This design comes from an exercise in tuning for small area, a short achievable clock period and few clock cycles per item on the open sky130 flow, not from production work.
The RTL was checked by simulation tests, not by an equivalence proof against the original design.
Power is estimated from default activity; no workload was simulated.

**flow/design.v**
```verilog
`timescale 1ns/1ps
`default_nettype none
package ex_pkg;
    localparam int XLEN       = 64;  
    localparam int REG_ADDR_W = 5;
    typedef enum logic [4:0] {
        ALU_ADD,
        ALU_SUB,
        ALU_AND,
        ALU_OR,
        ALU_XOR,
        ALU_SLT,
        ALU_SLTU,
        ALU_SLL,
        ALU_SRL,
        ALU_SRA,
        ALU_ADDW,
        ALU_SUBW,
        ALU_BEQ,
        ALU_BNE,
        ALU_BLT,
        ALU_BGE,
        ALU_BLTU,
        ALU_BGEU,
        ALU_JAL,
        ALU_JALR,
        ALU_DIV,
        ALU_DIVU,
        ALU_REM,
        ALU_REMU
    } alu_op_e;
    function automatic is_div_op(input logic [4:0] op);
        is_div_op = op == ex_pkg::ALU_DIV || op == ex_pkg::ALU_DIVU || op == ex_pkg::ALU_REM || op == ex_pkg::ALU_REMU;
    endfunction
    function automatic is_branch_op(input logic [4:0] op);
        is_branch_op = op == ex_pkg::ALU_BEQ || op == ex_pkg::ALU_BNE || op == ex_pkg::ALU_BLT || op == ex_pkg::ALU_BGE ||
               op == ex_pkg::ALU_BLTU || op == ex_pkg::ALU_BGEU;
    endfunction
endpackage
`default_nettype wire
`timescale 1ns/1ps
`default_nettype none
module ex_alu (
    input  wire [4:0]                   op_i,
    input  wire [ex_pkg::XLEN-1:0]      pc_i,
    input  wire [ex_pkg::XLEN-1:0]      op1_i,
    input  wire [ex_pkg::XLEN-1:0]      op2_i,
    input  wire [ex_pkg::XLEN-1:0]      imm_i,
    input  wire                         div_busy_i,
    input  wire                         div_use_rem_i,  
    input  wire [ex_pkg::XLEN-1:0]      div_rem_i,
    input  wire [ex_pkg::XLEN-1:0]      div_b_i,
    input  wire                         shift_i,        
    input  wire                         shift_left_i,   
    input  wire [ex_pkg::XLEN-1:0]      shift_src_i,
    input  wire [5:0]                   shift_amt_i,
    input  wire                         issue_i,
    input  wire                         div_fix_i,      
    input  wire                         div_qshift_i,   
    input  wire                         div_ones_i,     
    input  wire [ex_pkg::XLEN-1:0]      q_i,
    output logic [ex_pkg::XLEN-1:0]     shift_o,
    output logic [ex_pkg::XLEN-1:0]     sum_o,
    output logic                        carry_o,
    output logic [ex_pkg::XLEN-1:0]     wdata_o,
    output logic                        jump_o,
    output logic [ex_pkg::XLEN-1:0]     tgt_o,         
    output logic [ex_pkg::XLEN-1:0]     pc_plus4_o
);
    localparam int XLEN = ex_pkg::XLEN;
    logic            inv_b;
    logic [XLEN-1:0] a_in;
    logic [XLEN-1:0] b_in;
    logic [XLEN-1:0] b_x;
    logic [XLEN+1:0] as_full;
    logic [XLEN-1:0] sum;
    logic            carry;
    logic            lt_u, lt_s, eq;
    logic [XLEN-1:0] x_ab;
    assign inv_b   = div_busy_i | op_i[0] | op_i[2] | op_i[4];
    assign a_in    = (op1_i & {XLEN{!div_busy_i}}) | (div_rem_i & {XLEN{div_use_rem_i}});
    assign b_in    = div_busy_i ? div_b_i : op2_i;
    assign b_x     = b_in ^ {XLEN{inv_b}};
    assign as_full = {1'b0, a_in, 1'b1} + {1'b0, b_x, inv_b};
    assign sum     = as_full[XLEN:1];
    assign carry   = as_full[XLEN+1];
    logic            sgn_diff;
    assign sgn_diff = op1_i[XLEN-1] ^ op2_i[XLEN-1];
    assign lt_u     = !carry;
    assign lt_s     = !carry ^ sgn_diff;
    assign x_ab    = op1_i ^ op2_i;
    assign eq      = x_ab == '0;
    assign sum_o   = sum;
    assign carry_o = carry;
    logic            is_jalr;
    logic [XLEN-1:0] tgt;
    logic [XLEN-1:0] pc_plus4;
    assign is_jalr  = op_i[4] & op_i[1] & op_i[0];
    assign tgt      = (is_jalr ? op1_i : pc_i) + imm_i;
    assign pc_plus4 = {pc_i[XLEN-1:2] + 62'd1, pc_i[1:0]};
    assign tgt_o      = {tgt[XLEN-1:1], tgt[0] & !is_jalr};
    assign pc_plus4_o = pc_plus4;
    logic            sh_left;
    logic            sh_fill;
    logic [5:0]      sh_amt;
    logic [XLEN-1:0] sh_src;
    logic [XLEN-1:0] sh_in;
    logic [XLEN:0]   sh_r;
    logic [XLEN-1:0] sh_out;
    assign sh_left = shift_i ? shift_left_i : op_i == ex_pkg::ALU_SLL;
    assign sh_src  = shift_i ? shift_src_i : op1_i;
    assign sh_amt  = shift_i ? shift_amt_i : op2_i[5:0];
    assign sh_fill = !shift_i && op_i == ex_pkg::ALU_SRA && op1_i[XLEN-1];
    always_comb begin
        for (int i = 0; i < XLEN; i++) sh_in[i] = sh_left ? sh_src[XLEN-1-i] : sh_src[i];
    end
    assign sh_r = $signed({sh_fill, sh_in}) >>> sh_amt;
    always_comb begin
        for (int i = 0; i < XLEN; i++) sh_out[i] = sh_left ? sh_r[XLEN-1-i] : sh_r[i];
    end
    assign shift_o = sh_out;
    logic taken;
    logic taken_c0;    
    logic taken_c1;    
    always_comb begin
        taken_c0 = 1'b0;
        taken_c1 = 1'b0;
        case (op_i)
            ex_pkg::ALU_BEQ:  begin taken_c0 = eq;        taken_c1 = eq;        end
            ex_pkg::ALU_BNE:  begin taken_c0 = !eq;       taken_c1 = !eq;       end
            ex_pkg::ALU_BLT:  begin taken_c0 = !sgn_diff; taken_c1 = sgn_diff;  end
            ex_pkg::ALU_BGE:  begin taken_c0 = sgn_diff;  taken_c1 = !sgn_diff; end
            ex_pkg::ALU_BLTU: begin taken_c0 = 1'b1;      taken_c1 = 1'b0;      end
            ex_pkg::ALU_BGEU: begin taken_c0 = 1'b0;      taken_c1 = 1'b1;      end
            ex_pkg::ALU_JAL, ex_pkg::ALU_JALR: begin taken_c0 = 1'b1; taken_c1 = 1'b1; end
            default: ;
        endcase
        taken = carry ? taken_c1 : taken_c0;
    end
    logic s_sum, s_sumw, s_and, s_or, s_xor, s_slt, s_sltu, s_sh, s_pc4;
    always_comb begin
        s_sum  = div_fix_i;
        s_sumw = 1'b0;
        s_and  = 1'b0;
        s_or   = 1'b0;
        s_xor  = 1'b0;
        s_slt  = 1'b0;
        s_sltu = 1'b0;
        s_sh   = 1'b0;
        s_pc4  = 1'b0;
        if (issue_i) begin
            case (op_i)
                ex_pkg::ALU_ADD, ex_pkg::ALU_SUB:   s_sum  = 1'b1;
                ex_pkg::ALU_AND:                    s_and  = 1'b1;
                ex_pkg::ALU_OR:                     s_or   = 1'b1;
                ex_pkg::ALU_XOR:                    s_xor  = 1'b1;
                ex_pkg::ALU_SLT:                    s_slt  = 1'b1;
                ex_pkg::ALU_SLTU:                   s_sltu = 1'b1;
                ex_pkg::ALU_SLL, ex_pkg::ALU_SRL, ex_pkg::ALU_SRA: s_sh = 1'b1;
                ex_pkg::ALU_ADDW, ex_pkg::ALU_SUBW: s_sumw = 1'b1;
                ex_pkg::ALU_JAL, ex_pkg::ALU_JALR:  s_pc4  = 1'b1;
                default: ;
            endcase
        end
    end
    always_comb begin
        wdata_o = (sum & {XLEN{s_sum}})
                | ({{(XLEN-32){sum[31]}}, sum[31:0]} & {XLEN{s_sumw}})
                | (op1_i & op2_i & {XLEN{s_and}})
                | ((op1_i | op2_i) & {XLEN{s_or}})
                | (x_ab & {XLEN{s_xor}})
                | (sh_out & {XLEN{s_sh}})
                | (pc_plus4 & {XLEN{s_pc4}})
                | ({q_i[XLEN-2:0], carry} & {XLEN{div_qshift_i}})
                | {XLEN{div_ones_i}};
        wdata_o[0] = wdata_o[0] | (lt_s & s_slt) | (lt_u & s_sltu);
        jump_o = taken;
    end
endmodule
`default_nettype wire
`timescale 1ns/1ps
`default_nettype none
module ex_divider (
    input  wire                         clk,
    input  wire                         rst_n_i,
    input  wire                         start_i,
    input  wire [4:0]                   op_i,
    input  wire [ex_pkg::XLEN-1:0]      op1_i,
    input  wire [ex_pkg::XLEN-1:0]      op2_i,
    input  wire [ex_pkg::XLEN-1:0]      q_i,
    input  wire [ex_pkg::XLEN-1:0]      sum_i,      
    input  wire                         carry_i,
    input  wire [ex_pkg::XLEN-1:0]      shift_i,
    input  wire [ex_pkg::XLEN-1:0]      dvs_i,      
    output logic                        busy_o,
    output logic                        use_rem_o,
    output logic [ex_pkg::XLEN-1:0]     b_o,
    output logic                        align_o,
    output logic [ex_pkg::XLEN-1:0]     rem_o,
    output logic [ex_pkg::XLEN-1:0]     dvs_o,      
    output logic [5:0]                  amt_o,
    output logic                        shift_o,    
    output logic                        qshift_o,   
    output logic                        ones_o,     
    output logic                        fix_o,
    output logic                        done_o,
    output logic                        q_we_o
);
    localparam int XLEN = ex_pkg::XLEN;
    logic               busy_q;
    logic               abs1_q;      
    logic               abs2_q;      
    logic               meas_q;
    logic               iter_q;
    logic               last_q;      
    logic               align_q;
    logic [5:0]         amt_q;
    logic               fix_q;
    logic [5:0]         cnt_q;
    logic [XLEN-1:0]    rem_q;
    logic               neg_quo_q;
    logic               neg_rem_q;
    logic               neg_dvs_q;
    logic               want_rem_q;
    logic               is_signed;
    logic               neg1;
    logic               neg2;
    assign is_signed = op_i == ex_pkg::ALU_DIV || op_i == ex_pkg::ALU_REM;
    assign neg1      = is_signed & op1_i[XLEN-1];
    assign neg2      = is_signed & op2_i[XLEN-1];
    function automatic logic [6:0] clz(input logic [XLEN-1:0] x);
        logic        v1 [32]; logic [0:0] c1 [32];
        logic        v2 [16]; logic [1:0] c2 [16];
        logic        v3 [8];  logic [2:0] c3 [8];
        logic        v4 [4];  logic [3:0] c4 [4];
        logic        v5 [2];  logic [4:0] c5 [2];
        logic        v6;      logic [5:0] c6;
        for (int i = 0; i < 32; i++) begin
            v1[i] = x[2*i+1] | x[2*i];
            c1[i] = !x[2*i+1];
        end
        for (int i = 0; i < 16; i++) begin
            v2[i] = v1[2*i+1] | v1[2*i];
            c2[i] = v1[2*i+1] ? {1'b0, c1[2*i+1]} : {1'b1, c1[2*i]};
        end
        for (int i = 0; i < 8; i++) begin
            v3[i] = v2[2*i+1] | v2[2*i];
            c3[i] = v2[2*i+1] ? {1'b0, c2[2*i+1]} : {1'b1, c2[2*i]};
        end
        for (int i = 0; i < 4; i++) begin
            v4[i] = v3[2*i+1] | v3[2*i];
            c4[i] = v3[2*i+1] ? {1'b0, c3[2*i+1]} : {1'b1, c3[2*i]};
        end
        for (int i = 0; i < 2; i++) begin
            v5[i] = v4[2*i+1] | v4[2*i];
            c5[i] = v4[2*i+1] ? {1'b0, c4[2*i+1]} : {1'b1, c4[2*i]};
        end
        v6 = v5[1] | v5[0];
        c6 = v5[1] ? {1'b0, c5[1]} : {1'b1, c5[0]};
        clz = v6 ? {1'b0, c6} : 7'd64;
    endfunction
    logic [6:0]         clz_rem;
    logic [6:0]         clz_dvs;
    logic [6:0]         len_diff;
    logic               dvs_zero;
    logic               no_quo;
    logic               iter;
    logic               need_fix;
    logic               last;
    assign clz_rem  = clz(rem_q);
    assign clz_dvs  = clz(dvs_i);
    assign len_diff = clz_dvs - clz_rem;
    assign dvs_zero = clz_dvs[6];
    assign no_quo   = len_diff[6];           
    assign iter     = iter_q;
    assign need_fix = want_rem_q | neg_quo_q;
    assign last     = last_q;
    logic a_rem_q;
    logic b_rem_q;
    logic b_quo_q;
    logic b_dvs_q;
    assign busy_o    = busy_q;
    assign use_rem_o = a_rem_q;
    assign b_o       = (rem_q & {XLEN{b_rem_q}}) | (q_i & {XLEN{b_quo_q}}) | (dvs_i & {XLEN{b_dvs_q}});
    assign q_we_o = busy_q & !(fix_q & !want_rem_q & !neg_quo_q);
    assign align_o   = align_q;
    assign rem_o     = rem_q;
    assign amt_o     = amt_q;
    assign done_o    = fix_q | (last & !need_fix);
    assign shift_o  = align_q | iter;
    assign qshift_o = iter;
    assign ones_o   = meas_q & dvs_zero;
    assign fix_o    = fix_q;
    logic abs1_d, abs2_d, meas_d, align_d, fix_d, iter_d;
    logic busy_d;
    assign busy_d = start_i | (busy_q & !done_o);
    always_comb begin
        if (start_i) begin
            abs1_d  = neg1;
            abs2_d  = !neg1 & neg2;
            meas_d  = !neg1 & !neg2;
            align_d = 1'b0;
            fix_d   = 1'b0;
            iter_d  = 1'b0;
        end else begin
            abs1_d  = 1'b0;
            abs2_d  = abs1_q & neg_dvs_q;
            meas_d  = (abs1_q & !neg_dvs_q) | abs2_q;
            align_d = meas_q & !(dvs_zero | no_quo);
            fix_d   = (meas_q & (dvs_zero | no_quo)) | (last & need_fix);
            iter_d  = align_q | (iter & !last);
        end
    end
    always_ff @(posedge clk) begin
        if (!rst_n_i) begin
            busy_q  <= 1'b0;
            abs1_q  <= 1'b0;
            abs2_q  <= 1'b0;
            meas_q  <= 1'b0;
            align_q <= 1'b0;
            fix_q   <= 1'b0;
            iter_q  <= 1'b0;
            last_q  <= 1'b0;
            a_rem_q <= 1'b0;
            b_rem_q <= 1'b0;
            b_quo_q <= 1'b0;
            b_dvs_q <= 1'b0;
        end else begin
            busy_q  <= busy_d;
            abs1_q  <= abs1_d;
            abs2_q  <= abs2_d;
            meas_q  <= meas_d;
            align_q <= align_d;
            fix_q   <= fix_d;
            iter_q  <= iter_d;
            last_q  <= !start_i & ((align_q & cnt_q == 6'd0) | (iter & cnt_q == 6'd1));
            a_rem_q <= iter_d | (busy_d & !abs1_d & !abs2_d & want_rem_q & !neg_rem_q);
            b_rem_q <= abs1_d | (busy_d & !iter_d & !abs2_d & want_rem_q & neg_rem_q);
            b_quo_q <= busy_d & !iter_d & !abs1_d & !abs2_d & !want_rem_q;
            b_dvs_q <= iter_d | abs2_d;
        end
    end
    always_comb begin
        if (start_i)      dvs_o = op2_i;
        else if (abs2_q)  dvs_o = sum_i;
        else if (align_q | iter) dvs_o = shift_i;     
        else              dvs_o = dvs_i;
    end
    always_ff @(posedge clk) begin
        if (start_i) begin
            rem_q      <= op1_i;
            neg_quo_q  <= neg1 ^ neg2;
            neg_rem_q  <= neg1;
            neg_dvs_q  <= neg2;
            want_rem_q <= op_i == ex_pkg::ALU_REM || op_i == ex_pkg::ALU_REMU;
        end else if (abs1_q) begin
            rem_q <= sum_i;
        end else if (meas_q) begin
            amt_q <= len_diff[5:0];
            cnt_q <= len_diff[5:0];
            if (dvs_zero) neg_quo_q <= 1'b0;    
        end else if (align_q) begin
            amt_q <= 6'd1;                       
        end else if (iter) begin
            if (carry_i) rem_q <= sum_i;
            cnt_q <= cnt_q - 1'b1;
        end
    end
endmodule
`default_nettype wire
`timescale 1ns/1ps
`default_nettype none
module ex_credit_counter (
    input  wire     clk,
    input  wire     rst_n_i,
    input  wire     send_i,
    input  wire     credit_i,
    output logic    can_send_o,    
    output logic    keep_o           
);
    logic [1:0] count_q;
    logic [1:0] count_d;
    always_comb begin
        count_d = count_q;
        if (send_i && !credit_i)      count_d = count_q - 2'd1;
        else if (credit_i && !send_i) count_d = count_q + 2'd1;
    end
    always_ff @(posedge clk) begin
        if (!rst_n_i) count_q <= 2'd2;
        else          count_q <= count_d;
    end
    assign can_send_o      = count_q != 2'd0;
    assign keep_o          = count_q[1] | (count_q[0] & !send_i);
endmodule
`default_nettype wire
`timescale 1ns/1ps
`default_nettype none
module ex_stage (
    input  wire                                 clk,
    input  wire                                 rst_n_i,
    input  wire                                 in_valid_i,
    input  wire [4:0]                           in_op_i,
    input  wire [ex_pkg::XLEN-1:0]              in_pc_i,
    input  wire [ex_pkg::XLEN-1:0]              in_op1_i,
    input  wire [ex_pkg::XLEN-1:0]              in_op2_i,
    input  wire [ex_pkg::XLEN-1:0]              in_imm_i,
    input  wire [ex_pkg::REG_ADDR_W-1:0]        in_rd_i,
    input  wire                                 res_credit_i,
    output logic                                in_credit_o,
    output logic                                out_valid_o,
    output logic [ex_pkg::XLEN-1:0]             out_wdata_o,
    output logic [ex_pkg::REG_ADDR_W-1:0]       out_rd_o,
    output logic                                out_jump_o,
    output logic [ex_pkg::XLEN-1:0]             out_jump_addr_o
);
    localparam int XLEN = ex_pkg::XLEN;
    logic                           res_valid_q;
    logic [XLEN-1:0]                res_wdata_q;
    logic [ex_pkg::REG_ADDR_W-1:0]  res_rd_q;
    logic                           res_jump_q;
    logic [XLEN-1:0]                res_tgt_q;
    logic [XLEN-1:0]                res_pc4_q;
    logic                           issuer_credit_q;
    logic [XLEN-1:0]                alu_wdata;
    logic                           alu_jump;
    logic [XLEN-1:0]                alu_tgt;
    logic [XLEN-1:0]                alu_pc4;
    logic [XLEN-1:0]                shift_res;
    logic [XLEN-1:0]                alu_sum;
    logic                           alu_carry;
    logic                           div_use_rem;
    logic                           div_q_we;
    logic [XLEN-1:0]                div_b;
    logic                           in_div;
    logic                           alu_issue;
    logic                           div_start;
    logic                           div_busy;
    logic                           div_align;
    logic [XLEN-1:0]                div_dvs;
    logic [5:0]                     div_amt;
    logic                           div_done;
    logic                           div_shift;
    logic                           div_qshift;
    logic                           div_ones;
    logic                           div_fix;
    logic [XLEN-1:0]                div_rem;
    logic                           can_send;
    logic                           credit_keep;
    logic                           send;
    logic                           div_free;
    logic                           res_leaves;
    assign in_div    = in_op_i[4] & in_op_i[2];     
    assign alu_issue = in_valid_i & !in_div;
    assign div_start = in_valid_i & in_div;
    ex_alu u_alu (
        .op_i          (in_op_i),
        .pc_i          (in_pc_i),
        .op1_i         (in_op1_i),
        .op2_i         (in_op2_i),
        .imm_i         (in_imm_i),
        .div_busy_i    (div_busy),
        .div_use_rem_i (div_use_rem),
        .div_rem_i     (div_rem),
        .div_b_i       (div_b),
        .shift_i       (div_shift),
        .shift_left_i  (div_align),
        .shift_src_i   (res_tgt_q),
        .shift_amt_i   (div_amt),
        .issue_i       (in_valid_i),
        .div_fix_i     (div_fix),
        .div_qshift_i  (div_qshift),
        .div_ones_i    (div_ones),
        .q_i           (res_wdata_q),
        .shift_o       (shift_res),
        .sum_o         (alu_sum),
        .carry_o       (alu_carry),
        .wdata_o       (alu_wdata),
        .jump_o        (alu_jump),
        .tgt_o         (alu_tgt),
        .pc_plus4_o    (alu_pc4)
    );
    ex_divider u_divider (
        .clk       (clk),
        .rst_n_i   (rst_n_i),
        .start_i   (div_start),
        .op_i      (in_op_i),
        .op1_i     (in_op1_i),
        .op2_i     (in_op2_i),
        .q_i       (res_wdata_q),
        .sum_i     (alu_sum),
        .carry_i   (alu_carry),
        .shift_i   (shift_res),
        .dvs_i     (res_tgt_q),
        .busy_o    (div_busy),
        .use_rem_o (div_use_rem),
        .b_o       (div_b),
        .align_o   (div_align),
        .rem_o     (div_rem),
        .dvs_o     (div_dvs),
        .amt_o     (div_amt),
        .shift_o   (div_shift),
        .qshift_o  (div_qshift),
        .ones_o    (div_ones),
        .fix_o     (div_fix),
        .done_o    (div_done),
        .q_we_o    (div_q_we)
    );
    ex_credit_counter u_credit (
        .clk             (clk),
        .rst_n_i         (rst_n_i),
        .send_i          (send),
        .credit_i        (res_credit_i),
        .can_send_o      (can_send),
        .keep_o          (credit_keep)
    );
    assign send = res_valid_q & can_send;
    always_ff @(posedge clk) begin
        if (!rst_n_i) begin
            res_valid_q <= 1'b0;
        end else if (alu_issue | div_done) begin
            res_valid_q <= 1'b1;
        end else if (send) begin
            res_valid_q <= 1'b0;
        end
    end
    always_ff @(posedge clk) begin
        if (in_valid_i) begin
            res_rd_q   <= in_rd_i;
            res_jump_q <= alu_jump;
            res_pc4_q  <= alu_pc4;
        end
        if (alu_issue) begin
            res_tgt_q  <= alu_tgt;
        end else if (div_start | div_busy) begin
            res_tgt_q  <= div_dvs;
        end
        if (in_valid_i | div_q_we) begin
            res_wdata_q <= alu_wdata;
        end
    end
    assign div_free    = !(div_busy & !div_done);
    assign res_leaves  = !(div_done | (res_valid_q & !send));
    assign in_credit_o = div_free & (in_valid_i ? (!in_div & (credit_keep | res_credit_i))
                                                : (!issuer_credit_q & (res_leaves | credit_keep | res_credit_i)));
    always_ff @(posedge clk) begin
        if (!rst_n_i) issuer_credit_q <= 1'b1;
        else          issuer_credit_q <= (issuer_credit_q & !in_valid_i) | in_credit_o;
    end
    assign out_valid_o     = send;
    assign out_wdata_o     = res_wdata_q;
    assign out_rd_o        = res_rd_q;
    assign out_jump_o      = res_jump_q;
    assign out_jump_addr_o = res_jump_q ? res_tgt_q : res_pc4_q;
endmodule
`default_nettype wire
```
**flow/flow/run.sh**
```bash
#!/bin/bash
# The standard layout, except that the ports get plain buffers
# (sky130_fd_sc_hd__buf_2) instead of the delay cells buffer_ports picks by
# default. make's output goes to standard_flow.log; each ORFS step keeps its
# own log under orfs/logs/.
set -euo pipefail
bash standard.sh "BUFFER_PORTS_ARGS=-buffer_cell sky130_fd_sc_hd__buf_2" finish > standard_flow.log 2>&1
```
**flow/standard.sh**
```bash
#!/bin/bash
# synth_recipe.tcl (not shown) runs the flow's synth.tcl, then flattens the netlist and writes it again
# the make line also repeats each setting of config.mk as NAME=value (left out here)
make -C /OpenROAD-flow-scripts/flow DESIGN_CONFIG=/design/flow/config.mk WORK_HOME=/design/flow/orfs CLKGATE_MAP_FILE= SYNTH_SCRIPT=/design/flow/synth_recipe.tcl "${@:-finish}"
```
**flow/config.mk**
```make
export PLATFORM = sky130hd
export DESIGN_NAME = ex_stage
export DESIGN_NICKNAME = ex_stage
export VERILOG_FILES = /design/flow/design.v
export SDC_FILE = /design/flow/constraint.sdc
export NUM_CORES = 4
export LEC_CHECK = 0
export CAP_MARGIN = 40
export CORE_MARGIN = 2
export CORE_UTILIZATION = 50
export SETUP_SLACK_MARGIN = 1.2
export SLEW_MARGIN = 20
```
**flow/constraint.sdc**
```tcl
create_clock -name core_clock -period 6.5 [get_ports {clk}]
set_input_delay 1.3000 -clock core_clock [delete_from_list [all_inputs] [get_ports {clk}]]
set_output_delay 1.3000 -clock core_clock [all_outputs]
set_load 0.01 [all_outputs]
```
==> results of run 1 <==
## sequential cells by signal, indices dropped and copies added (netlist names), 2 cells and up
| signal | count |
|---|---|
| res_pc4_q | 64 |
| res_tgt_q | 64 |
| res_wdata_q | 64 |
| u_divider.rem_q | 64 |
| u_divider.amt_q | 6 |
| u_divider.cnt_q | 6 |
| res_rd_q | 5 |
| u_credit.count_q | 2 |
## final timing paths
path	slack, ns	to	from	cells past startpoint
hold reg to reg	0.46	u_divider.last_q	u_divider.cnt_q[5]	1
hold / removal	0.46	u_divider.last_q	u_divider.cnt_q[5]	1
setup reg to reg	1.13	res_wdata_q[42]	u_divider.align_q	11
setup / recovery	1.09	res_wdata_q[42]	in_op_i[2]	13
## power by group
| group | switching (mW) | internal (mW) | leakage, nW |
|---|---|---|---|
| Combinational | 3.22 | 1.58 | 14.5 |
| Clock | 1.03 | 1.50 | 0.727 |
| Sequential | 0.352 | 2.34 | 2.85 |
## cells in the mapped netlist, types with 66 or more instances
library cell,n
nor2_1,446
a211oi_1,74
o211ai_1,66
mux2_2,103
inv_1,198
ha_1,267
a222oi_1,95
nor4_1,71
xor2_1,78
xnor2_1,180
nor3_1,93
a221oi_1,87
nand2_1,593
edfxtp_1,278
nand3_1,91
o21ai_0,466
a21o_1,97
clkbuf_1,264
a21oi_1,393
mux2i_1,142
## cell families (layout without fill, tap and decap cells)
family,after synthesis,count (layout),share of synthesized area (%)
AO/OA/AOI/OAI,1786,1786,30.85
AND/OR/NAND/NOR,1555,1555,18.34
buffers and inverters,575,964,5.965
flip-flops,294,294,22.56
adder cells (fa/ha/maj),269,269,8.798
multiplexers,261,261,7.607
XOR/XNOR,258,258,5.881
other,0,15,0
## cells in the final DEF, fill, tap and decap left out, drive strengths merged, types with 32 or more instances in the layout
cell,n
a211oi,76
a21o,97
a21oi,393
a221oi,87
a222oi,95
a22oi,52
a31oi,59
and2,32
and3,33
buf,680
clkbuf,59
edfxtp,278
ha,267
inv,205
mux2,105
mux2i,144
nand2,593
nand3,91
nand4,61
nor2,447
nor2b,32
nor3,93
nor4,78
o211ai,67
o21a,32
o21ai,490
o21bai,36
o221ai,41
o31ai,32
xnor2,180
xor2,78
## worst reg2reg max path: stages, from the launching register on
cell	delay, ns
dfxtp_4	0.67
buf_4	0.63
nor2_1	0.42
a221oi_1	0.92
mux2i_1	0.19
mux2i_1	0.33
mux2i_1	0.17
mux2i_1	0.41
nor2_1	0.08
nor2_1	0.53
a2bb2oi_1	0.57
o2111ai_1	0.16
## cell type report
class | instances | area [µm²]
Sequential cell | 294 | 8682
Multi-Input combinational cell | 4129 | 28050
Clock buffer | 54 | 1225
Tap cell | 1030 | 1289
Fill cell | 7121 | 31230
Clock inverter | 21 | 232.7
Timing Repair Buffer | 687 | 4442
Antenna cell | 15 | 37.54
Inverter | 202 | 760.7
## routing by layer
| layer | GRT usage [%] | part of all wire, % | vias up | routed length (µm) |
|---|---|---|---|---|
| li1 | - | - | 19670 | - |
| met1 | 68.97 | 34 | 22860 | 81370 |
| met2 | 77.78 | 37 | 5183 | 89630 |
| met3 | 32.36 | 19 | 1478 | 45340 |
| met4 | 46.54 | 11 | 40 | 25460 |
| met5 | 5.003 | 0.25 | - | 610 |
## stage by stage
step                      cells  power [mW]  worst slack [ns]
after floorplan            4998       5.081            0.9955
after global placement     6293       6.972            0.1581
after detailed placement   6306       6.995            0.1224
after CTS                  6385       9.490             1.090
after global routing       6417       10.09             1.111
final                      6432       10.02             1.087
## repair_timing
item                       4_1_cts  5_1_grt
hold buffers                     0        0
resized for setup               23       63
gates cloned                     1        1
setup buffers                    3       11
hold endpoints to repair         0        0
pin swaps                        3       17
setup endpoints to repair       92      153
==> run summary, run 1 <==
antenna viol nets, final: 0
setup_tns: 0 ns
initial antenna violation count: 26
Worst Setup Start Kind: primary input
Seq/Total Area, Yosys: 22.56%
TritonCTS buffer count: 41
TritonCTS Sinks: 294
FFs w/ async S/R, synth: 0%
status: finished clean
Final Hold Vio Count: 0
Post-Syn Area: 38,420 µm²
Syn Area/Cell: 7.688 µm²
delay-heaviest family, CP: compound AO/OA/AOI/OAI gates
GRT Total Usage: 58.83%
DP Area: 42,430 µm²
std cell rows: 101
Crit Path Max Fanout: 23
Nets: 5,894
largest net degree at the start of global routing: 79
top cell type's share of synthesized area: 21.73%
Post-route DRC: 0
Period minus WS final: 5.413 ns
First-pass DRT Iterations: 13
final-report max-slew violation count: 0
DR iter-0 viols: 10,590
cell area after layout: 44,720 µm²
critical path type: in -> reg
worst-path cell chain: clkbuf_4 > or3b_4 > buf_4 > nor4_1 > a221oi_1 > mux2i_1 > mux2i_1 > mux2i_1 > mux2i_1 > nor2_1 > nor2_1 > a2bb2oi_1 > o2111ai_1
Area contributors post-synth: edfxtp_1 (22%), ha_1 (8.7%), o21ai_0 (6.1%)
port bufs: 405
CORE AREA: 75,950 µm²
CP Data Arrival Time: 5.74 ns
fmax: 0.1847 GHz
crit share post-route: 83.27%
first-pass GRT wire length: 330.7 mm
crit path capture type: register
clk buf depth: 3
Hold Slack: 0.4594 ns
synth unique cells: 99
utilization after layout: 58.88%
Power per Cell Area: 224.1 nW/µm²
final WL: 242.4 mm
Synth Register Bits: 294
synth warn: 24
CTS tree: done
Post-Syn Instances: 4,998
post-DP HPWL: 183.9 mm
Starting Density: 50.59%
Worst-path clk slew: 0.06 ns
die height: 281.2 µm
layout cells sized above 1: 18.92%
wire per inst: 37.69 µm
Synth Flop Type: edfxtp_1
Die X: 281.2 µm
Layout area overhead: 16.38%
global route total overflow: 0
htree depth: 2
final setup vio count: 0
Worst Path Buf+Inv: 2
max_slew headroom: 23.69%
number of global-route vias before repair: 44,060
syn nets: 5,537
Post-synth EDFFs: 278
most used cell, CP: mux2i_1
Pleak: 18.04 nW
Vias: 49,230
worst-margin pin slew: 1.133 ns
Ports: 406
worst-case clock skew: 0.05441 ns
Max VDD drop: 194.9 µV
CP required: 6.82 ns
RSZ-0062 raised after global routing: true
root buffer cell: clkbuf_16
Worst Hold Class: reg -> reg
gpl congestion: 1.176
Worst path slowest cell: a221oi_1
clock latency on the worst-skew pair: 0.63 ns
Die ar.: 79,080 µm²
largest area contributor in the netlist: edfxtp_1
Vias/cell: 7.654
max-cap violations: 0
Worst path max stage delay: 0.80 ns
Testbench counts, summed over its fixed seeds: cycles 6,413, items 3,200.
==> run 2: changes to the inputs <==
--- a/flow/config.mk
+++ b/flow/config.mk
@@ -9,4 +9,4 @@
 export CORE_MARGIN = 2
-export CORE_UTILIZATION = 50
-export SETUP_SLACK_MARGIN = 1.2
+export CORE_UTILIZATION = 40
+export SETUP_SLACK_MARGIN = 1.0
 export SLEW_MARGIN = 20
==> run 2 against run 1 <==
Compared with the run above: largest cell class unchanged; hold slack gained 0.010 ns; clock skew shrank 0.013 ns; via count shrank 2.7%; critical path type is now reg -> reg; die area grew 25%; clock power shrank 3%; largest power group unchanged; area after synthesis is the same; setup slack lost 0.10 ns; still clean on timing, DRC and antenna; combinational power grew 1%.
==> run summary, run 2 <==
met1 global-route usage: 64.25% (-4.7 points)
Post-route DRC: 0 (unchanged)
Post-synth top cells: nand2_1 (593), o21ai_0 (466), nor2_1 (446)
largest net degree at the start of global routing: 119 (+51%)
largest area contributor in the netlist: edfxtp_1
synth warn: 24 (unchanged)
setup_tns: 0 ns (unchanged)
final-report max-slew violation count: 0 (unchanged)
Die ar.: 98,560 µm² (+25%)
Nets: 5,977 (+1.4%)
Post-Syn Instances: 4,998 (unchanged)
critical path type: reg -> reg
Worst Path Buf+Inv: 0 (-2)
Worst-path clk slew: 0.07 ns (about the same)
Power per Cell Area: 219.3 nW/µm² (-2.1%)
Die X: 313.9 µm (+12%)
Worst Hold Class: reg -> reg
Post-synth EDFFs: 278 (unchanged)
layout cells sized above 1: 19.71% (+0.79 points)
Layout area overhead: 18.18%
die height: 313.9 µm (+12%)
synth unique cells: 99 (unchanged)
count leader, synth: nand2_1
clock latency on the worst-skew pair: 0.66 ns (+0.03 ns)
worst-path cell chain: nor4_2 > and3_1 > nand3_1 > nor3_1 > a21oi_1 > nor2_1 > ha_1 > nor2b_1 > o21ai_0 > nor2b_1 > o21bai_1 > a21oi_1 > xor2_1 > o21ai_0 > a21oi_1
final WL: 260.1 mm (+7.3%)
initial antenna violation count: 22 (-15%)
R2R depth: 15 (+4)
Worst path max stage delay: 0.90 ns (+0.10 ns)
CORE AREA: 95,150 µm² (+25%)
launch point of the worst reg-to-reg path: res_tgt_q[50]
hold path startpoint: issuer_credit_q
CP Data Arrival Time: 6.11 ns (+0.37 ns)
Most Used Layer, Global Route: met2
root buffer cell: clkbuf_16
CP required: 7.09 ns (+0.27 ns)
syn nets: 5,537 (unchanged)
TritonCTS Sinks: 294 (unchanged)
Non-Filler Instances: 6,753 (+5.0%)
crit path capture type: register
htree depth: 2 (unchanged)
max-cap violations: 0 (unchanged)
top cell type's share of synthesized area: 21.73% (unchanged)
worst-margin pin slew: 1.038 ns (-0.09462 ns)
post-DP HPWL: 206.7 mm (+12%)
Vias: 47,900 (-2.7%)
number of global-route vias before repair: 44,000 (-0.13%)
Area contributors post-synth: edfxtp_1 (22%), ha_1 (8.7%), o21ai_0 (6.1%)
Worst Setup Start Kind: register
Setup WS pre-CTS: -0.08867 ns (-0.2110 ns)
Pleak: 18.38 nW (+1.8%)
antenna viol nets, final: 0 (unchanged)
utilization after layout: 47.72% (-11 points)
Seq/Total Area, Yosys: 22.56% (unchanged)
Syn Area/Cell: 7.688 µm² (unchanged)
gpl congestion: 1.103 (-6.1%)
RSZ-0062 raised after global routing: false
hold buffer count at CTS: 0 (unchanged)
delay-heaviest family, CP: simple AND/OR/NAND/NOR gates
Synth Flop Type: edfxtp_1
std cell rows: 113 (+12%)
DP Area: 43,760 µm² (+3.1%)
met2 Usage GRT: 69.99% (-7.8 points)
DR iter-0 viols: 8,552 (-19%)
status: finished clean
clk buf depth: 3 (unchanged)
Starting Density: 40.38% (-10 points)
First-pass DRT Iterations: 12 (-1)
commonest non-fill, non-tap cell in the layout: nand2_1
GR Layer Usage met3: 19.45% (-13 points)
Max VDD drop: 171.4 µV (-12%)
sw frac: 46.15% (+0.24 points)
wire per inst: 38.51 µm (+2.2%)
Synth Register Bits: 294 (unchanged)
FFs w/ async S/R, synth: 0% (unchanged)
part of the power in the clock network: 24.5% (-0.7 points)
Final Hold Vio Count: 0 (unchanged)
fmax: 0.1813 GHz (-1.9%)
Hold Slack: 0.4696 ns (+0.01012 ns)
Inst Count DP: 6,650 (+5.5%)
Crit Path Max Fanout: 6 (-74%)
WHS Path Cells: 1 (unchanged)
CTS tree: done
Vias/cell: 7.093 (-7.3%)
global route total overflow: 0 (unchanged)
final setup vio count: 0 (unchanged)
cell area after layout: 45,410 µm² (+1.6%)
worst-case clock skew: 0.04108 ns (-0.01333 ns)
Layout fillers: 9,616 (+35%)
Total Power: 9.959 mW (-0.61%)
Combinational Power Share: 49.1% (+1.1 points)
commonest cells after routing, fill and taps aside: nand2_1 (583), o21ai_0 (459), nor2_1 (438)
first-pass GRT wire length: 351.0 mm (+6.1%)
Crit. path cell count: 15 (+2)
setup ws final: 0.9839 ns (-0.1033 ns)
Period minus WS final: 5.516 ns (+0.1033 ns)
Worst path slowest cell: nor3_1
Int Pwr: 5.363 mW (-1.1%)
P_sw: 4.596 mW (about the same)
most used cell, CP: a21oi_1
port bufs: 405 (unchanged)
GRT Total Usage: 50.63% (-8.2 points)
Ports: 406 (unchanged)
max_slew headroom: 30.54% (+6.9 points)
Flop pwr share: 26.5% (-0.4 points)
TritonCTS buffer count: 41 (unchanged)
CP startpoint: res_tgt_q[50]
crit share post-route: 84.86% (+1.6 points)
Post-Syn Area: 38,420 µm² (unchanged)
-- run 2: cell counts after synthesis --
No cell type changed its count.
-- run 2: layer usage --
| layer | part of all wire (%) | wire length (µm) |
|---|---|---|
| met5 | 0.057 | 149 |
| met4 | 8.5 | 22240 |
| met3 | 15 | 37770 |
| met2 | 39 | 101700 |
| met1 | 38 | 98270 |
-- run 2: power groups by stage --
stage	Sequential [mW]	Combinational, mW	Clock [mW]
2_1_floorplan	2.52	2.56	0
3_3_place_gp	2.64	4.59	0
3_5_place_dp	2.65	4.57	0
4_1_cts	2.61	4.61	2.41
5_1_grt	2.63	5.04	2.47
6_report	2.64	4.88	2.44
-- run 2: final cells by class --
class / instances / area (µm²) / area share, %
Clock buffer: 53 / 1186 / 2.612
Sequential cell: 294 / 8682 / 19.12
Clock inverter: 22 / 173.9 / 0.3830
Antenna cell: 18 / 45.04 / 0.09919
Inverter: 202 / 760.7 / 1.675
Tap cell: 1265 / 1583 / 3.485
Multi-Input combinational cell: 4129 / 27880 / 61.39
Timing Repair Buffer: 770 / 5104 / 11.24
-- run 2: worst paths after layout --
| check | slack [ns] | endpoint |
|---|---|---|
| worst max-delay path | 0.98 | u_divider.fix_q |
| worst min-delay path | 0.47 | issuer_credit_q |
| worst max register to register | 0.98 | u_divider.fix_q |
| worst min register to register | 0.47 | issuer_credit_q |
-- run 2: cells by family after synthesis --
group / synth area share, %
AOI/OAI and AO/OA: 30.85
xor gates and xnor gates: 5.881
adders and majority gates: 8.798
buffers and inverters: 5.965
DFF: 22.56
muxes: 7.607
and+or+nand+nor: 18.34
-- run 2: repair_timing --
item,in CTS,in global routing
pin swaps,0,6
endpoints found under the hold margin,0,0
setup endpoints to repair,63,113
cloned,0,1
resized for setup,8,29
buffers inserted,0,2
==> run 3: changes to the inputs <==
--- a/flow/config.mk
+++ b/flow/config.mk
@@ -10,3 +10,3 @@
 export CORE_UTILIZATION = 40
-export SETUP_SLACK_MARGIN = 1.0
+export SETUP_SLACK_MARGIN = 1.2
 export SLEW_MARGIN = 20
==> run 3 against run 2 <==
Compared with the run above: global-route usage grew 0.13 points; clock power is essentially flat; register-to-register slack gained 0.18 ns; clock-buffer cell count shrank 3; utilization grew 0.46 points; sequential power is essentially flat; combinational power grew 3%; critical path type unchanged.
==> run summary, run 3 <==
status: finished clean
TritonCTS buffer count: 41 (unchanged)
Vias/cell: 7.139 (+0.65%)
syn nets: 5,537 (unchanged)
die height: 313.9 µm (unchanged)
final WL: 261.1 mm (+0.39%)
commonest cells after routing, fill and taps aside: nand2_1 (580), o21ai_0 (460), nor2_1 (434)
critical path type: reg -> reg
crit path capture type: register
Seq. cell area: 8682 µm² (unchanged)
wire per inst: 38.66 µm (+0.37%)
clk buf depth: 3 (unchanged)
count leader, synth: nand2_1
synth warn: 24 (unchanged)
Seq/Total Area, Yosys: 22.56% (unchanged)
Crit Path Max Fanout: 30 (+24)
largest net degree at the start of global routing: 123 (+3.4%)
Worst Setup Start Kind: register
max-cap violations: 0 (unchanged)
gpl congestion: 1.126 (+2.0%)
Hold Slack: 0.4517 ns (-0.01787 ns)
clock latency on the worst-skew pair: 0.65 ns (about the same)
Layout area overhead: 19.33%
Synth Flop Type: edfxtp_1
synth unique cells: 99 (unchanged)
Vias: 48,220 (+0.67%)
Die ar.: 98,560 µm² (unchanged)
FFs w/ async S/R, synth: 0% (unchanged)
setup_tns: 0 ns (unchanged)
number of global-route vias before repair: 43,750 (-0.57%)
largest area contributor in the netlist: edfxtp_1
CTS tree: done
DR iter-0 viols: 8,668 (+1.4%)
top cell type's share of synthesized area: 21.73% (unchanged)
Power per Cell Area: 220.2 nW/µm² (+0.42%)
GRT Total Usage: 50.75% (+0.13 points)
Post-route DRC: 0 (unchanged)
Final Hold Vio Count: 0 (unchanged)
RSZ-0062 raised after global routing: true
Multi-input gate area: 28,100 µm² (+0.82%)
Pleak: 18.50 nW (+0.67%)
initial antenna violation count: 22 (unchanged)
CP required: 6.85 ns (-0.24 ns)
worst-case clock skew: 0.04150 ns (+0.0004155 ns)
antenna viol nets, final: 0 (unchanged)
post-DP HPWL: 205.8 mm (-0.41%)
Layout fillers: 9,568 (-0.50%)
Period minus WS final: 5.333 ns (-0.1835 ns)
Nets: 5,988 (+0.18%)
CORE AREA: 95,150 µm² (unchanged)
Max VDD drop: 189.7 µV (+11%)
First-pass DRT Iterations: 13 (+1)
commonest non-fill, non-tap cell in the layout: nand2_1
crit share post-route: 82.04% (-2.8 points)
Worst-path clk slew: 0.06 ns (about the same)
global route total overflow: 0 (unchanged)
Worst Hold Class: reg -> reg
Ports: 406 (unchanged)
max_slew headroom: 30.14% (-0.40 points)
root buffer cell: clkbuf_16
CP Data Arrival Time: 5.68 ns (-0.43 ns)
std cell rows: 113 (unchanged)
Post-Syn Instances: 4,998 (unchanged)
fmax: 0.1875 GHz (+3.4%)
Syn Area/Cell: 7.688 µm² (unchanged)
first-pass GRT wire length: 352.3 mm (+0.36%)
Synth Register Bits: 294 (unchanged)
final setup vio count: 0 (unchanged)
layout cells sized above 1: 20.49% (+0.79 points)
Post-synth EDFFs: 278 (unchanged)
Die X: 313.9 µm (unchanged)
Post-Syn Area: 38,420 µm² (unchanged)
worst-margin pin slew: 1.038 ns (+0.0002936 ns)
final-report max-slew violation count: 0 (unchanged)
TritonCTS Sinks: 294 (unchanged)
Area contributors post-synth: edfxtp_1 (22%), ha_1 (8.7%), o21ai_0 (6.1%)
Post-synth top cells: nand2_1 (593), o21ai_0 (466), nor2_1 (446)
port bufs: 405 (unchanged)
Starting Density: 40.38% (unchanged)
htree depth: 2 (unchanged)
run 3: cell counts after synthesis:
Identical to the previous run, type by type.
run 3: kinds of logic (layout without fill, tap and decap cells):
group | after synthesis | after routing | share of synthesized area [%]
AOI/OAI and AO/OA | 1786 | 1786 | 30.85
xor gates and xnor gates | 258 | 258 | 5.881
adders and majority gates | 269 | 269 | 8.798
buffers and inverters | 575 | 1057 | 5.965
DFF | 294 | 294 | 22.56
muxes | 261 | 261 | 7.607
other | 0 | 9 | 0
and+or+nand+nor | 1555 | 1555 | 18.34
run 3: worst max-delay path, cell delays in order (launching register included):
cell	delay, ns
dfxtp_4	0.79
buf_6	0.44
mux2i_1	0.38
nor2_1	0.17
a221oi_1	0.62
mux2i_1	0.30
mux2i_2	0.46
mux2i_1	0.18
mux2_2	0.36
mux4_2	0.57
mux2i_1	0.51
a21oi_1	0.20
run 3: power by group:
group | leakage, nW | total, mW | internal [mW] | switching [mW]
clock network | 0.661 | 2.45 | 1.37 | 1.07
registers | 2.85 | 2.63 | 2.34 | 0.295
logic | 15.0 | 5.01 | 1.70 | 3.32
run 3: layer usage:
metal	share of wire, %	GRT usage, %
met3	15	19.04
met2	39	69.60
met1	37	64.99
met5	0.062	0
met4	8.7	35.90
run 3: final timing paths:
kind / start / end / slack [ns] / cells after the start
worst max-delay path: u_divider.iter_q / res_tgt_q[31] / 1.17 / 11
worst min-delay path: u_divider.cnt_q[5] / u_divider.last_q / 0.45 / 1
worst max register to register: u_divider.iter_q / res_tgt_q[31] / 1.17 / 11
worst min register to register: u_divider.cnt_q[5] / u_divider.last_q / 0.45 / 1
run 3: area by class of cell:
cell class | instances | share of cell area [%]
Multi-Input combinational cell | 4129 | 61.29
Timing Repair Buffer | 781 | 11.65
Antenna cell | 9 | 0.04912
Inverter | 202 | 1.659
Clock buffer | 50 | 2.497
Sequential cell | 294 | 18.93
Tap cell | 1265 | 3.452
Clock inverter | 24 | 0.4639
run 3: what timing repair did:
item / 4_1_cts / 5_1_grt
gates resized for setup: 14 / 76
hold buffers: 0 / 0
buffers inserted: 0 / 30
endpoints found under the setup margin: 55 / 122
cloned: 0 / 3
endpoints found under the hold margin: 0 / 0
pin swaps: 2 / 14
run 3: stage by stage:
| stage | instances | worst slack [ns] | area [µm²] | util (%) | total power, mW |
|---|---|---|---|---|---|
| 6_report | 6754 | 1.167 | 45850 | 48.19 | 10.10 |
| 5_1_grt | 6746 | 1.105 | 45830 | 48.17 | 10.25 |
| 4_1_cts | 6700 | 1.158 | 45070 | 47.37 | 9.660 |
| 3_5_place_dp | 6626 | 0.1916 | 43640 | 45.87 | 7.239 |
| 3_3_place_gp | 6605 | 0.3291 | 43370 | 45.58 | 7.247 |
| 2_1_floorplan | 4998 | 0.9955 | 38670 | - | 5.081 |
==> run 4: changes to the inputs <==
--- a/flow/config.mk
+++ b/flow/config.mk
@@ -10,3 +10,3 @@
 export CORE_UTILIZATION = 40
-export SETUP_SLACK_MARGIN = 1.2
+export SETUP_SLACK_MARGIN = 1.4
 export SLEW_MARGIN = 20
==> run 4 against run 3 <==
Compared with the run above: setup slack improved by 0.18 ns; power rose by 2.5%; synthesized cell count did not move; first-iteration DRC count rose by 4.9%.
==> run summary, run 4 <==
status: finished clean
worst-margin pin slew: 0.9974 ns (-0.04093 ns)
Starting Density: 40.38% (unchanged)
wire per inst: 38.66 µm (about the same)
CP Data Arrival Time: 5.54 ns (-0.14 ns)
Post-Syn Instances: 4,998 (unchanged)
synth warn: 24 (unchanged)
delay-heaviest family, CP: compound AO/OA/AOI/OAI gates
Vias: 48,280 (+0.12%)
Die ar.: 98,560 µm² (unchanged)
Seq. cell area: 8682 µm² (unchanged)
Post-Syn Area: 38,420 µm² (unchanged)
Worst Path Buf+Inv: 6 (+5)
final WL: 264.3 mm (+1.2%)
die height: 313.9 µm (unchanged)
Synth Flop Type: edfxtp_1
FFs w/ async S/R, synth: 0% (unchanged)
GRT Total Usage: 51.13% (+0.37 points)
TritonCTS Sinks: 294 (unchanged)
Synth Register Bits: 294 (unchanged)
Vias/cell: 7.060 (-1.1%)
worst-path cell chain: buf_6 > nor3_4 > buf_6 > buf_12 > buf_12 > xnor2_1 > a21oi_1 > ha_4 > nand4_1 > or2_2 > nor2_2 > nand4_1 > a31oi_4 > buf_6 > a31oi_4 > a21o_1 > o21ai_1 > buf_4 > a21oi_1 > mux2_2 > a221o_1
CP required: 6.90 ns (+0.05 ns)
Crit Path Max Fanout: 10 (-67%)
worst-case clock skew: 0.03505 ns (-0.006447 ns)
Worst-path clk slew: 0.07 ns (about the same)
number of global-route vias before repair: 44,150 (+0.91%)
final setup vio count: 0 (unchanged)
Seq/Total Area, Yosys: 22.56% (unchanged)
count leader, synth: nand2_1
fmax: 0.1942 GHz (+3.6%)
Non-Filler Instances: 6,838 (+1.2%)
post-DP HPWL: 204.6 mm (-0.58%)
hold buffer count at CTS: 0 (unchanged)
std cell rows: 113 (unchanged)
CORE AREA: 95,150 µm² (unchanged)
Period minus WS final: 5.149 ns (-0.1836 ns)
Layout fillers: 9,435 (-1.4%)
top cell type's share of synthesized area: 21.73% (unchanged)
final-report max-slew violation count: 0 (unchanged)
Die X: 313.9 µm (unchanged)
setup_tns: 0 ns (unchanged)
Post-synth top cells: nand2_1 (593), o21ai_0 (466), nor2_1 (446)
Final Hold Vio Count: 0 (unchanged)
TritonCTS buffer count: 40 (-2.4%)
first-pass GRT wire length: 354.8 mm (+0.71%)
Multi-input gate area: 28,580 µm² (+1.7%)
largest net degree at the start of global routing: 121 (-1.6%)
Ports: 406 (unchanged)
Power per Cell Area: 219.3 nW/µm² (-0.41%)
crit share post-route: 79.22% (-2.8 points)
Post-route DRC: 0 (unchanged)
CTS tree: done
most used cell, CP: buf_6
clk buf depth: 3 (unchanged)
Worst Hold Class: reg -> reg
root buffer cell: clkbuf_16
DR iter-0 viols: 9,092 (+4.9%)
Pleak: 19.04 nW (+2.9%)
crit path capture type: register
Post-synth EDFFs: 278 (unchanged)
global route total overflow: 0 (unchanged)
Total Power: 10.35 mW (+2.5%)
Inst Count DP: 6,662 (+0.54%)
RSZ-0062 raised after global routing: true
clock latency on the worst-skew pair: 0.64 ns (about the same)
commonest cells after routing, fill and taps aside: nand2_1 (580), o21ai_0 (445), nor2_1 (431)
gpl congestion: 1.087 (-3.5%)
htree depth: 2 (unchanged)
First-pass DRT Iterations: 9 (-4)
Syn Area/Cell: 7.688 µm² (unchanged)
synth unique cells: 99 (unchanged)
syn nets: 5,537 (unchanged)
Worst Setup Start Kind: primary input
Layout area overhead: 22.86%
max-cap violations: 0 (unchanged)
port bufs: 405 (unchanged)
Worst path slowest cell: ha_4
commonest non-fill, non-tap cell in the layout: nand2_1
max_slew headroom: 33.11% (+3.0 points)
critical path type: in -> reg
Nets: 6,073 (+1.4%)
largest area contributor in the netlist: edfxtp_1
layout cells sized above 1: 22.95% (+2.5 points)
Max VDD drop: 181.0 µV (-4.6%)
antenna viol nets, final: 0 (unchanged)
initial antenna violation count: 20 (-9.1%)
Worst path max stage delay: 0.39 ns (-0.40 ns)
Area contributors post-synth: edfxtp_1 (22%), ha_1 (8.7%), o21ai_0 (6.1%)
## run 4: repair_timing
item / in CTS / in global routing
buffers inserted: 23 / 56
pin swaps: 15 / 34
resized for setup: 53 / 164
cloned: 2 / 6
endpoints found under the setup margin: 90 / 155
## run 4: cell families after synthesis
group	share of synthesized area, %
buffers and inverters	5.965
xor gates and xnor gates	5.881
muxes	7.607
AOI/OAI and AO/OA	30.85
DFF	22.56
and+or+nand+nor	18.34
adders and majority gates	8.798
## run 4: worst paths after layout
kind	endpoint	slack (ns)	cells after the start	start
setup / recovery	res_wdata_q[57]	1.35	21	in_op_i[2]
hold reg to reg	issuer_credit_q	0.49	1	issuer_credit_q
hold / removal	issuer_credit_q	0.49	1	issuer_credit_q
setup reg to reg	u_divider.fix_q	1.41	17	u_divider.rem_q[30]
## run 4: metal layers
layer,up-vias,global-route usage [%],part of all wire (%)
li1,20020,-,-
met1,22980,65.42,37
met2,4269,71.24,39
met3,980,19.44,15
met4,26,33.38,8.7
met5,-,0,0.087
## run 4: layout make-up
class / instances / share of cell area [%]
diodes: 8 / 0.04241
clock buffers: 49 / 2.213
clock inverters: 24 / 0.7421
inverters: 202 / 1.611
multi-input cells: 4129 / 60.55
flip-flops and latches: 294 / 18.39
well taps: 1265 / 3.353
repair buffers: 867 / 13.10
## run 4: where the power goes
group / switching (mW) / leakage, nW / internal [mW]
Sequential: 0.322 / 2.85 / 2.34
Combinational: 3.33 / 15.5 / 1.84
Clock: 1.06 / 0.679 / 1.47
Total: 4.70 / 19.0 / 5.65
## run 4: metrics by stage
stage	utilization [%]	setup slack, ns	hold slack (ns)	cell area, µm²
after floorplan	-	0.9955	0.4410	38690
after global placement	45.92	0.3485	0.4518	43700
after detailed placement	46.08	0.2152	0.4898	43850
after CTS	48.10	1.343	0.5023	45770
after global routing	49.59	1.288	0.5200	47190
final	49.61	1.351	0.4939	47210
==> run 5: changes to the inputs <==
--- a/flow/config.mk
+++ b/flow/config.mk
@@ -7,3 +7,3 @@
 export LEC_CHECK = 0
-export CAP_MARGIN = 40
+export CAP_MARGIN = 20
 export CORE_MARGIN = 2
@@ -11,2 +11,2 @@
 export SETUP_SLACK_MARGIN = 1.4
-export SLEW_MARGIN = 20
+export SLEW_MARGIN = 10
==> run 5 against run 4 <==
Compared with the run above: highest routed layer unchanged; synthesized cell count did not move; still clean on timing, DRC and antenna; register-to-register slack worse by 0.12 ns; utilization down 0.83 points; critical endpoint is now u_divider.fix_q; non-clock buffer count decreased by 54; fmax shrank 1.2%; global-route usage fell by 0.34 points; largest power group unchanged; hold slack better by 0.0059 ns; clock power down 4%; cell count down 0.70%; clock-buffer cell count increased by 1.
==> run summary, run 5 <==
Layout area overhead: 20.80%
Starting Density: 40.38% (unchanged)
FFs w/ async S/R, synth: 0% (unchanged)
Nets: 6,019 (-0.89%)
CTS tree: done
Flop pwr share: 26.2% (+0.5 points)
global route total overflow: 0 (unchanged)
root buffer cell: clkbuf_16
Synth Flop Type: edfxtp_1
Seq. cell area: 8682 µm² (unchanged)
sw frac: 45.85% (+0.41 points)
synth warn: 24 (unchanged)
Syn Area/Cell: 7.688 µm² (unchanged)
die height: 313.9 µm (unchanged)
hold buffer count at CTS: 0 (unchanged)
initial antenna violation count: 23 (+15%)
port bufs: 405 (unchanged)
syn nets: 5,537 (unchanged)
crit path capture type: register
RSZ-0062 raised after global routing: true
TritonCTS Sinks: 294 (unchanged)
Worst-path clk slew: 0.07 ns (about the same)
final setup vio count: 0 (unchanged)
Post-synth top cells: nand2_1 (593), o21ai_0 (466), nor2_1 (446)
final WL: 262.9 mm (-0.53%)
P_sw: 4.659 mW (-0.96%)
Worst Hold Class: reg -> reg
GRT Total Usage: 50.79% (-0.34 points)
worst-case clock skew: 0.02819 ns (-0.006857 ns)
fmax: 0.1920 GHz (-1.2%)
max-cap violations: 0 (unchanged)
CP required: 7.01 ns (+0.11 ns)
worst-margin pin slew: 1.328 ns (+0.3306 ns)
final-report max-slew violation count: 0 (unchanged)
Final Hold Vio Count: 0 (unchanged)
htree depth: 2 (unchanged)
Period minus WS final: 5.210 ns (+0.06058 ns)
Multi-input gate area: 28,460 µm² (-0.42%)
First-pass DRT Iterations: 12 (+3)
antenna viol nets, final: 0 (unchanged)
Post-route DRC: 0 (unchanged)
top cell type's share of synthesized area: 21.73% (unchanged)
CP Data Arrival Time: 5.72 ns (+0.18 ns)
DR iter-0 viols: 9,194 (+1.1%)
Pleak: 18.68 nW (-1.9%)
synth unique cells: 99 (unchanged)
Vias: 48,500 (+0.46%)
Total Power: 10.16 mW (-1.9%)
Post-synth EDFFs: 278 (unchanged)
count leader, synth: nand2_1
first-pass GRT wire length: 351.7 mm (-0.86%)
number of global-route vias before repair: 43,930 (-0.50%)
clock latency on the worst-skew pair: 0.64 ns (about the same)
Max VDD drop: 189.1 µV (+4.5%)
Area contributors post-synth: edfxtp_1 (22%), ha_1 (8.7%), o21ai_0 (6.1%)
Post-Syn Area: 38,420 µm² (unchanged)
status: finished clean
part of the power in the clock network: 23.7% (-0.7 points)
commonest non-fill, non-tap cell in the layout: nand2_1
Ports: 406 (unchanged)
layout cells sized above 1: 21.68% (-1.3 points)
CORE AREA: 95,150 µm² (unchanged)
post-DP HPWL: 204.1 mm (-0.27%)
crit share post-route: 80.15% (+0.93 points)
critical path type: reg -> reg
Die X: 313.9 µm (unchanged)
Int Pwr: 5.502 mW (-2.6%)
Die ar.: 98,560 µm² (unchanged)
Post-Syn Instances: 4,998 (unchanged)
Seq/Total Area, Yosys: 22.56% (unchanged)
wire per inst: 38.72 µm (+0.18%)
Crit Path Max Fanout: 5 (-5)
Synth Register Bits: 294 (unchanged)
max_slew headroom: 11.37% (-22 points)
Vias/cell: 7.142 (+1.2%)
largest area contributor in the netlist: edfxtp_1
Combinational Power Share: 50.1% (+0.2 points)
Worst Setup Start Kind: register
TritonCTS buffer count: 40 (unchanged)
std cell rows: 113 (unchanged)
Power per Cell Area: 218.9 nW/µm² (-0.18%)
commonest cells after routing, fill and taps aside: nand2_1 (580), o21ai_0 (454), nor2_1 (435)
gpl congestion: 1.087 (unchanged)
Layout fillers: 9,573 (+1.5%)
clk buf depth: 3 (unchanged)
largest net degree at the start of global routing: 121 (unchanged)
setup_tns: 0 ns (unchanged)
-- run 5: cell families (layout without fill, tap and decap cells) --
group / after synthesis / in the layout / synth area share, %
xor+xnor: 258 / 258 / 5.881
simple gates: 1555 / 1555 / 18.34
buf+inv: 575 / 1089 / 5.965
mux: 261 / 261 / 7.607
flops: 294 / 294 / 22.56
compound gates: 1786 / 1786 / 30.85
fa+ha+maj: 269 / 269 / 8.798
other cells: 0 / 13 / 0
-- run 5: metrics by stage --
step                      setup WS [ns]  instance area, µm²  hold slack (ns)  instances  utilization, %
after floorplan                  0.9955               38690           0.4410       4998               -
after global placement           0.3485               43700           0.4518       6649           45.92
after detailed placement         0.2767               43710           0.4898       6650           45.93
after CTS                         1.352               45270           0.5019       6737           47.57
after global routing              1.355               46390           0.5240       6779           48.75
final                             1.290               46420           0.4998       6790           48.78
-- run 5: metal layers --
layer	wire length, µm	vias to the layer above	GRT usage (%)
met5	147	-	0
met4	23040	22	34.34
met3	38800	955	18.80
met2	102200	4289	70.82
met1	98710	23290	64.82
li1	-	19940	-
-- run 5: timing repair --
item,in CTS,in global routing
gates resized for setup,26,144
buffers inserted,13,35
cloned,0,4
setup endpoints to repair,88,156
pin swaps,10,51
-- run 5: power by group through the flow --
stage,Clock [mW],Sequential (mW),Combinational [mW]
2_1_floorplan,0,2.52,2.56
4_1_cts,2.39,2.63,4.65
3_5_place_dp,0,2.67,4.59
5_1_grt,2.45,2.65,5.24
3_3_place_gp,0,2.67,4.61
6_report,2.41,2.66,5.09
-- run 5: worst paths after layout --
check / start / end / slack (ns) / cells past startpoint
worst min register to register: issuer_credit_q / issuer_credit_q / 0.50 / 1
worst max-delay path: u_divider.rem_q[15] / u_divider.fix_q / 1.29 / 19
worst min-delay path: issuer_credit_q / issuer_credit_q / 0.50 / 1
worst max register to register: u_divider.rem_q[15] / u_divider.fix_q / 1.29 / 19
-- run 5: worst max-delay path, stage by stage, from the launching register on --
cell	delay [ns]
edfxtp_1	0.53
or4_1	0.59
nor2_1	0.39
o31a_1	0.34
o41ai_1	0.23
nand2_1	0.18
a2111oi_2	0.09
buf_4	0.20
o21ai_0	0.55
o21a_1	0.24
inv_1	0.06
fa_1	0.42
nor2b_1	0.17
o21ai_0	0.08
nor2b_1	0.15
o21bai_1	0.15
a21oi_1	0.10
xor2_1	0.17
o21ai_0	0.34
a21oi_1	0.11
-- run 5: final cells by class --
type,instances,area share [%]
Multi-Input combinational cell,4129,61.32
Sequential cell,294,18.70
Timing Repair Buffer,813,11.98
Tap cell,1265,3.410
Clock buffer,50,2.326
Inverter,202,1.639
Clock inverter,24,0.5472
Antenna cell,13,0.07008
==> run 6: changes to the inputs <==
--- a/flow/config.mk
+++ b/flow/config.mk
@@ -11,2 +11,2 @@
 export SETUP_SLACK_MARGIN = 1.4
-export SLEW_MARGIN = 10
+export SLEW_MARGIN = 20
==> run 6 against run 5 <==
Compared with the run above: clock-buffer cell count grew 1; first-iteration DRC count decreased by 0.49%; setup slack improved by 0.049 ns; routed wire length decreased by 0.24%; via count fell by 1.1%; non-clock buffer count is 7 higher; hold slack worse by 0.0070 ns; synthesized cell count unchanged; power is essentially flat; clock power barely moved; global-route usage grew 0.13 points; sequential power barely moved; critical endpoint unchanged; largest cell class unchanged.
==> run summary, run 6 <==
CP required: 7.00 ns (about the same)
TritonCTS Sinks: 294 (unchanged)
Layout area overhead: 20.72% (about the same)
Vias: 47,960 (-1.1%)
Compound-Gate Fraction of Synth Area: 30.85% (unchanged)
GRT Total Usage: 50.91% (+0.13 points)
Crit Path Max Fanout: 7 (+2)
launch point of the worst reg-to-reg path: res_tgt_q[51]
Flop pwr share: 26.2% (about the same)
std cell rows: 113 (unchanged)
Vias/cell: 7.062 (-1.1%)
Total Power: 10.15 mW (about the same)
Worst Setup Start Kind: register
Pleak: 18.68 nW (about the same)
Syn Area/Cell: 7.688 µm² (unchanged)
synth unique cells: 99 (unchanged)
Inst Count DP: 6,649 (-0.015%)
critical path type: reg -> reg
final setup vio count: 0 (unchanged)
Non-Filler Instances: 6,792 (+0.029%)
Layout fillers: 9,486 (-0.91%)
count leader, synth: nand2_1
port bufs: 405 (unchanged)
setup_tns: 0 ns (unchanged)
hold endpoint: issuer_credit_q
Max VDD drop: 183.6 µV (-2.9%)
utilization after layout: 48.75% (about the same)
WHS Path Cells: 1 (unchanged)
root buffer cell: clkbuf_16
Worst path slowest cell: nor4_2
RSZ-0062 raised after global routing: true
commonest cells after routing, fill and taps aside: nand2_1 (579), o21ai_0 (452), nor2_1 (433)
post-DP HPWL: 204.4 mm (+0.16%)
worst r2r dst: u_divider.fix_q
Area contributors post-synth: edfxtp_1 (22%), ha_1 (8.7%), o21ai_0 (6.1%)
hold buffer count at CTS: 0 (unchanged)
status: finished clean
DR iter-0 viols: 9,149 (-0.49%)
Synth Register Bits: 294 (unchanged)
synth warn: 24 (unchanged)
Post-synth EDFFs: 278 (unchanged)
top cell type's share of synthesized area: 21.73% (unchanged)
largest family of logic cells by synthesized area: compound AO/OA/AOI/OAI gates
Ports: 406 (unchanged)
worst-path cell chain: nor4_2 > and3_1 > nand3_1 > or2_2 > nand2b_1 > inv_1 > a32oi_2 > ha_1 > fa_1 > nor2b_1 > o21ai_0 > nor2b_1 > o21bai_1 > a21oi_1 > xor2_1 > o21ai_0 > a21oi_1
largest net degree at the start of global routing: 121 (unchanged)
XOR/XNOR Fraction of Synth Area: 5.881% (unchanged)
P_sw: 4.672 mW (+0.28%)
FFs w/ async S/R, synth: 0% (unchanged)
hold path startpoint: issuer_credit_q
Post-route DRC: 0 (unchanged)
clk buf depth: 3 (unchanged)
die height: 313.9 µm (unchanged)
worst-case clock skew: 0.02226 ns (-0.005930 ns)
CORE AREA: 95,150 µm² (unchanged)
mux cell area share after synthesis: 7.607% (unchanged)
htree depth: 2 (unchanged)
TritonCTS buffer count: 41 (+2.5%)
post-synthesis simple-gate area fraction: 18.34% (unchanged)
Die X: 313.9 µm (unchanged)
Final Hold Vio Count: 0 (unchanged)
antenna viol nets, final: 0 (unchanged)
final WL: 262.3 mm (-0.24%)
crit share post-route: 79.39% (-0.76 points)
initial antenna violation count: 16 (-30%)
Seq/Total Area, Yosys: 22.56% (unchanged)
Nets: 6,027 (+0.13%)
worst-margin pin slew: 1.198 ns (-0.1302 ns)
part of the power in the clock network: 23.6% (about the same)
Worst path max stage delay: 0.56 ns (-0.03 ns)
syn nets: 5,537 (unchanged)
wire per inst: 38.62 µm (-0.27%)
slack of the worst reg-to-reg path: 1.34 ns (+0.05 ns)
Synth Area in Adders: 8.798% (unchanged)
layout cells sized above 1: 21.73% (+0.049 points)
Post-synth top cells: nand2_1 (593), o21ai_0 (466), nor2_1 (446)
fmax: 0.1938 GHz (+0.96%)
sw frac: 46.01% (+0.16 points)
CP Data Arrival Time: 5.66 ns (-0.06 ns)
Combinational Power Share: 50.2% (about the same)
max_slew headroom: 19.85% (+8.5 points)
Synth Flop Type: edfxtp_1
Die ar.: 98,560 µm² (unchanged)
commonest non-fill, non-tap cell in the layout: nand2_1
Post-Syn Instances: 4,998 (unchanged)
gpl congestion: 1.087 (unchanged)
max-cap violations: 0 (unchanged)
Period minus WS final: 5.160 ns (-0.04930 ns)
First-pass DRT Iterations: 10 (-2)
Starting Density: 40.38% (unchanged)
Int Pwr: 5.482 mW (-0.36%)
crit path capture type: register
number of global-route vias before repair: 43,980 (+0.13%)
global route total overflow: 0 (unchanged)
clock latency on the worst-skew pair: 0.64 ns (about the same)
largest area contributor in the netlist: edfxtp_1
R2R depth: 17 (-2)
Power per Cell Area: 218.9 nW/µm² (about the same)
first-pass GRT wire length: 352.3 mm (+0.17%)
CTS tree: done
Post-Syn Area: 38,420 µm² (unchanged)
final-report max-slew violation count: 0 (unchanged)
Worst-path clk slew: 0.07 ns (about the same)
Worst Hold Class: reg -> reg
==> run 6: metal layers <==
metal  vias up  track usage, %  part of all wire, %
met5         -               0                0.067
met4        26           35.10                  8.7
met3       933           20.11                   15
met2      4140           70.44                   39
met1     22910           64.40                   37
li1      19950               -                    -
==> run 6: cell type report <==
| type | count | area [µm²] | share of cell area, % |
|---|---|---|---|
| antenna | 9 | 22.52 | 0.04855 |
| clock buffer | 51 | 1095 | 2.360 |
| clock inverter | 22 | 222.7 | 0.4801 |
| inverter | 202 | 760.7 | 1.640 |
| multi-input combinational | 4129 | 28420 | 61.26 |
| sequential | 294 | 8682 | 18.72 |
| tap | 1265 | 1583 | 3.412 |
| timing repair buffer | 820 | 5603 | 12.08 |
==> run 6: how the worst max path moves through the flow <==
stage                               to           from  slack [ns]  depth (start not counted)
detailed placement     res_wdata_q[57]     in_op_i[4]        0.25                         20
floorplan           u_divider.rem_q[0]     in_op_i[4]         1.0                         18
finish                 u_divider.fix_q  res_tgt_q[51]        1.34                         17
global route             res_tgt_q[46]     in_op_i[1]        1.32                         19
global placement       res_wdata_q[57]     in_op_i[4]        0.35                         20
CTS                      res_tgt_q[58]     in_op_i[0]        1.41                         23
==> run 6: cell families (layout without fill, tap and decap cells) <==
group	count (synthesis)	count (layout)
buf+inv	575	1095
flops	294	294
compound gates	1786	1786
other cells	0	9
mux	261	261
simple gates	1555	1555
fa+ha+maj	269	269
xor+xnor	258	258
==> run 6: worst max-delay path, delay by kind of cell, from the launching register on <==
family          cells  cell delay, ns
flops               1            0.55
buf+inv             1            0.18
simple gates        7            2.43
fa+ha+maj           2            0.76
xor+xnor            1            0.18
compound gates      6            0.92
==> run 6: timing repair <==
item,4_1_cts,5_1_grt
cloned,1,3
pin swaps,10,51
setup buffers,13,43
setup endpoints to repair,92,151
gates resized for setup,35,131
==> run 6: per-stage QoR <==
stage / setup slack [ns] / instance area, µm² / hold WS [ns]
finish: 1.340 / 46390 / 0.4928
global route: 1.318 / 46370 / 0.5228
CTS: 1.411 / 45330 / 0.5023
detailed placement: 0.2548 / 43710 / 0.4888
global placement: 0.3485 / 43700 / 0.4518
floorplan: 0.9955 / 38690 / 0.4410
==> run 6: power by group through the flow <==
stage	Clock [mW]	Combinational (mW)	Sequential, mW
4_1_cts	2.37	4.66	2.63
6_report	2.39	5.10	2.66
2_1_floorplan	0	2.56	2.52
5_1_grt	2.43	5.25	2.65
3_3_place_gp	0	4.61	2.67
3_5_place_dp	0	4.59	2.67

## what the ideal ports hide
How much do the figures lean on ideal ports? The routed layouts below were timed once more, with nothing changed but the port constraints. Step 1: set_driving_cell puts a clkbuf_16 on clk and a buf_2 on each other input, an assumption about the parent block. Step 2 times the ports against the registers' clock, not the clock port: input delays grow and output delays shrink by t, the midpoint of the rising clock arrivals with the driver on. Slacks: ideal / step 1 / step 2; pairs: ideal / step 1.
| run | t, ns | setup slack, ns |
|---|---|---|
| run 1 | 0.675 | 1.087 / 1.132 / 0.460 |
| run 2 | 0.712 | 0.984 / 0.984 / 0.337 |
| run 3 | 0.705 | 1.167 / 1.167 / 0.508 |
| run 4 | 0.703 | 1.351 / 1.394 / 0.691 |
| run 5 | 0.704 | 1.290 / 1.290 / 0.710 |
| run 6 | 0.702 | 1.340 / 1.340 / 0.692 |
After both steps every run listed still meets setup and hold.
